This design comes from an exercise in tuning for small area on the open sky130 flow, not from production work.
Only simulation tests tie the RTL to the original design; equivalence was not proved.

old:
==> flow/design.v <==
module ttl_pattern_gen #(
   parameter int CH_NUM  = 8,
   parameter int CNT_W   = 16,
   parameter int BURST_W = 8,
   parameter int LB_DLY  = 4
) (
   input  logic              CLK_40M,
   input  logic              RST,
   input  logic              CFG_WE,
   input  logic [3:0]        CFG_CH,
   input  logic [1:0]        CFG_ADDR,
   input  logic [CNT_W-1:0]  CFG_DATA,
   input  logic              START,
   input  logic              STOP,
   output logic [CH_NUM-1:0] OUT,
   output logic [CH_NUM-1:0] BUSY,
   output logic              DONE,
   input  logic [CH_NUM-1:0] RX,
   output logic [15:0]       ERR_CNT
);
   function automatic logic [CNT_W-1:0] inc_c(input logic [CNT_W-1:0] x);
      logic c;
      c = 1'b1;
      for (int b = 0; b < CNT_W; b++) begin
         inc_c[b] = x[b] ^ c;
         c        = c & x[b];
      end
   endfunction
   function automatic logic [CNT_W-1:0] dec_c(input logic [CNT_W-1:0] x);
      logic c;
      c = 1'b1;
      for (int b = 0; b < CNT_W; b++) begin
         dec_c[b] = x[b] ^ c;
         c        = c & !x[b];
      end
   endfunction
   function automatic logic [BURST_W-1:0] dec_b(input logic [BURST_W-1:0] x);
      logic c;
      c = 1'b1;
      for (int b = 0; b < BURST_W; b++) begin
         dec_b[b] = x[b] ^ c;
         c        = c & !x[b];
      end
   endfunction
   logic [CNT_W-1:0] data_m1, data_neg;
   logic             data_nz;
   assign data_m1  = dec_c(CFG_DATA);
   assign data_neg = inc_c(~CFG_DATA);
   assign data_nz  = |CFG_DATA;
   logic [CH_NUM-1:0] busy_q, busy_d;
   logic [CH_NUM-1:0] out_c;
   logic              done_q;
   for (genvar i = 0; i < CH_NUM; i++) begin : g_ch
      logic we_ch;
      assign we_ch = CFG_WE && (CFG_CH == 4'(i));
      logic [CNT_W-1:0]   pm1_sh;    
      logic [CNT_W-1:0]   wid_sh;    
      logic [CNT_W-1:0]   dneg_sh;   
      logic [BURST_W-1:0] bur_sh;    
      logic               pnz_sh;    
      logic               wv_sh;     
      logic               dnz_sh;    
      logic we_p, we_w, we_b, we_d;
      assign we_p = we_ch && CFG_ADDR == 2'd0;
      assign we_w = we_ch && CFG_ADDR == 2'd1;
      assign we_b = we_ch && CFG_ADDR == 2'd2;
      assign we_d = we_ch && CFG_ADDR == 2'd3;
      logic [CNT_W-1:0]   pm1_sh_d, wid_sh_d, dneg_sh_d;
      logic [BURST_W-1:0] bur_sh_d;
      patgen_ao22 #(CNT_W)   u_pm1_sh (.s1(we_p), .a(data_m1), .s0(!we_p), .b(pm1_sh), .y(pm1_sh_d));
      patgen_ao22 #(CNT_W)   u_wid_sh (.s1(we_w), .a(CFG_DATA), .s0(!we_w), .b(wid_sh), .y(wid_sh_d));
      patgen_ao22 #(CNT_W)   u_dly_sh (.s1(we_d), .a(data_neg), .s0(!we_d), .b(dneg_sh), .y(dneg_sh_d));
      patgen_ao22 #(BURST_W) u_bur_sh (.s1(we_b), .a(CFG_DATA[BURST_W-1:0]), .s0(!we_b), .b(bur_sh),
                                       .y(bur_sh_d));
      always_ff @(posedge CLK_40M) begin
         pm1_sh  <= pm1_sh_d;
         wid_sh  <= wid_sh_d;
         dneg_sh <= dneg_sh_d;
      end
      always_ff @(posedge CLK_40M or posedge RST) begin
         if (RST) begin
            bur_sh <= '0;
            pnz_sh <= 1'b0;
            wv_sh  <= 1'b0;
            dnz_sh <= 1'b0;
         end else begin
            bur_sh <= bur_sh_d;
            if (we_p) pnz_sh <= data_nz;
            if (we_w) wv_sh  <= 1'b1;
            if (we_d) dnz_sh <= data_nz;
         end
      end
      logic [CNT_W-1:0]   k_q, k_d, k_inc;
      logic [CNT_W-1:0]   pm1_q, wid_q;
      logic [BURST_W-1:0] brem_q;
      logic               dly_q, f_q;
      logic               eop, last, at_w;
      assign k_inc = inc_c(k_q);
      assign eop   = !dly_q && (k_q == pm1_q);
      assign at_w  = (k_q == wid_q);
      assign last  = (brem_q == BURST_W'(1));
      logic [CNT_W-1:0]   pm1_d, wid_d;
      logic [BURST_W-1:0] brem_d;
      logic               brem_dec;
      assign brem_dec = !START && eop && brem_q != '0;
      patgen_ao22 #(CNT_W) u_k (.s1(START && dnz_sh), .a(dneg_sh), .s0(!START && !eop), .b(k_inc),
                                .y(k_d));
      patgen_ao22 #(CNT_W) u_pm1 (.s1(START), .a(pm1_sh), .s0(!START), .b(pm1_q), .y(pm1_d));
      patgen_ao22 #(CNT_W) u_wid (.s1(START && wv_sh), .a(wid_sh), .s0(!START), .b(wid_q), .y(wid_d));
      patgen_ao222 #(BURST_W) u_brem (.s1(START), .a(bur_sh), .s2(brem_dec), .b(dec_b(brem_q)),
                                      .s0(!START && !brem_dec), .c(brem_q), .y(brem_d));
      always_comb begin
         if (STOP) busy_d[i] = 1'b0;
         else if (START) busy_d[i] = pnz_sh;
         else busy_d[i] = busy_q[i] && !(eop && last);
      end
      always_ff @(posedge CLK_40M) begin
         k_q    <= k_d;
         pm1_q  <= pm1_d;
         wid_q  <= wid_d;
         brem_q <= brem_d;
         f_q <= !(START || dly_q || eop) && (f_q || at_w);
         if (START) begin
            dly_q  <= dnz_sh;
         end else if (dly_q && k_q == '1) begin
            dly_q <= 1'b0;
         end
      end
      assign out_c[i] = busy_q[i] && !dly_q && !f_q && !at_w && !eop;
   end
   always_ff @(posedge CLK_40M or posedge RST) begin
      if (RST) begin
         busy_q <= '0;
         done_q <= 1'b0;
      end else begin
         busy_q <= busy_d;
         done_q <= (|busy_q) && !(|busy_d) && !STOP && !START;
      end
   end
   assign OUT  = out_c;
   assign BUSY = busy_q;
   assign DONE = done_q;
   logic [CH_NUM-1:0] pipe_q [LB_DLY];
   logic [CH_NUM-1:0] mis;
   logic [15:0]       err_q;
   logic [3:0]        nmis;
   logic [15:0]       err_sum;
   logic              err_co;
   function automatic logic [1:0] fadd(input logic a, input logic b, input logic c);
      fadd = {(a & b) | (a & c) | (b & c), a ^ b ^ c};
   endfunction
   logic [1:0] s0, s1, s2, s3, s4, s5;
   always_comb begin
      mis  = (RX ^ pipe_q[LB_DLY-1]) & busy_q;
      s0   = fadd(mis[0], mis[1], mis[2]);
      s1   = fadd(mis[3], mis[4], mis[5]);
      s2   = {mis[6] & mis[7], mis[6] ^ mis[7]};
      s3   = fadd(s0[0], s1[0], s2[0]);
      s4   = fadd(s0[1], s1[1], s2[1]);
      s5   = {s4[0] & s3[1], s4[0] ^ s3[1]};
      nmis = {s4[1] & s5[1], s4[1] ^ s5[1], s5[0], s3[0]};
   end
   always_comb begin
      logic c;
      logic [1:0] fa;
      c = 1'b0;
      for (int b = 0; b < 16; b++) begin
         if (b < 4) begin
            fa = fadd(err_q[b], nmis[b], c);
            err_sum[b] = fa[0];
            c = fa[1];
         end else begin
            err_sum[b] = err_q[b] ^ c;
            c = c & err_q[b];
         end
      end
      err_co = c;
   end
   always_ff @(posedge CLK_40M or posedge RST) begin
      if (RST) begin
         for (int k = 0; k < LB_DLY; k++) pipe_q[k] <= '0;
         err_q <= '0;
      end else begin
         pipe_q[0] <= out_c;
         for (int k = 1; k < LB_DLY; k++) pipe_q[k] <= pipe_q[k-1];
         if (START) err_q <= '0;
         else err_q <= err_co ? 16'hFFFF : err_sum;
      end
   end
   assign ERR_CNT = err_q;
endmodule
module patgen_ao22 #(
   parameter int W = 1
) (
   input  logic         s1,
   input  logic [W-1:0] a,
   input  logic         s0,
   input  logic [W-1:0] b,
   output logic [W-1:0] y
);
   assign y = ({W{s1}} & a) | ({W{s0}} & b);
endmodule
module patgen_ao222 #(
   parameter int W = 1
) (
   input  logic         s1,
   input  logic [W-1:0] a,
   input  logic         s2,
   input  logic [W-1:0] b,
   input  logic         s0,
   input  logic [W-1:0] c,
   output logic [W-1:0] y
);
   assign y = ({W{s1}} & a) | ({W{s2}} & b) | ({W{s0}} & c);
endmodule
export LEC_CHECK = 0
export ABC_AREA = 1
export CAP_MARGIN = 20
export CORE_MARGIN = 2
export CORE_UTILIZATION = 70
export CTS_BUF_LIST = sky130_fd_sc_hd__clkbuf_16
export CTS_CLUSTER_DIAMETER = 70
export CTS_CLUSTER_SIZE = 30
export SLEW_MARGIN = 20
export SYNTH_HIERARCHICAL = 1
create_clock -name core_clock -period 10.0 [get_ports {CLK_40M}]
standard.sh (not shown) runs the stock make flow with config.mk's settings and CLKGATE_MAP_FILE= SYNTH_SCRIPT=/design/flow/synth_recipe.tcl, a recipe that flattens the netlist after the stock synthesis.
==> flow/flow/run.sh <==
#!/bin/bash
# Own layout flow: the standard ORFS flow (standard.sh) with three changes, all passed as
# make variables:
#  * SCRIPTS_DIR: a copy of ORFS's scripts in which abc_area.script maps the logic with ABC's
#    area-oriented mapper (amap) instead of its delay-oriented one; everything else, including
#    the flip-flop mapping, is ORFS's own;
#  * CTS_ARGS: the clock tree options the flow settings give, plus -dont_use_dummy_load;
#  * BUFFER_PORTS_ARGS: every input and output port still gets a buffer, the smallest one.
# The make output goes to flow_make.log here; ORFS keeps each step's log under orfs/logs/.
set -euo pipefail
rm -rf scripts_amap
cp -r "$FLOW_HOME/scripts" scripts_amap
cp flow/abc_area.script scripts_amap/abc_area.script
bash standard.sh \
  "SCRIPTS_DIR=$PWD/scripts_amap" \
  "CTS_ARGS=-sink_clustering_enable -repair_clock_nets -dont_use_dummy_load -buf_list sky130_fd_sc_hd__clkbuf_16 -sink_clustering_size 30 -sink_clustering_max_diameter 70" \
  "BUFFER_PORTS_ARGS=-buffer_cell sky130_fd_sc_hd__buf_1" \
  finish > flow_make.log 2>&1
==> flow/flow/abc_area.script <==
strash
dch
amap
topo
dnsize -c
Changes in new relative to old:
Settings: swapping 70 for 60 in CORE_UTILIZATION; swapping 70 for 60 in CTS_CLUSTER_DIAMETER; swapping 30 for 25 in CTS_CLUSTER_SIZE.
diff --git a/flow/flow/run.sh b/flow/flow/run.sh
--- a/flow/flow/run.sh
+++ b/flow/flow/run.sh
@@ -14,5 +14,5 @@
 bash standard.sh \
   "SCRIPTS_DIR=$PWD/scripts_amap" \
-  "CTS_ARGS=-sink_clustering_enable -repair_clock_nets -dont_use_dummy_load -buf_list sky130_fd_sc_hd__clkbuf_16 -sink_clustering_size 30 -sink_clustering_max_diameter 70" \
+  "CTS_ARGS=-sink_clustering_enable -repair_clock_nets -dont_use_dummy_load -buf_list sky130_fd_sc_hd__clkbuf_16 -sink_clustering_size 25 -sink_clustering_max_diameter 60" \
   "BUFFER_PORTS_ARGS=-buffer_cell sky130_fd_sc_hd__buf_1" \
   finish > flow_make.log 2>&1
A top layer reached by signal wires of met4 is what old shows, while met5 belongs to new.
Comparing old and new, the lower headroom to the max-slew limit was measured on old.
Die area went up by more than 10% going from old to new.
| global-route wire length before repair | new vs old | worse |
Cell area in new is 520 sq um above old.
new: fraction of the cycle the final worst path needs lower than old
new falls short of old in total power.

==> separate check: timing with driven ports <==
The results above use ideal ports. As a check the final layouts listed here were re-extracted and re-timed, cells and wires unchanged. Step 1, drivers: a clkbuf_16 drives CLK_40M and a buf_2 each remaining input, both assumed. Step 2, shift: input delay + t, output delay - t, t = (earliest + latest rising clock arrival at the registers) / 2. This alone moves slack from input paths to output paths. Slacks: no drivers / after step 1 / after step 2; pairs: no drivers / after step 1.
run | t, ns | setup WS [ns] | hold WS [ns]
old | 0.670 | 2.771 / 2.811 / 2.140 | 0.332 / 0.332 / 0.332
new | 0.703 | 2.853 / 2.899 / 2.196 | 0.338 / 0.338 / 0.338
After both steps every run listed still meets setup and hold. The setup slack of new, which loses most, moves by +0.046 ns with the drivers and by -0.657 ns with both steps.
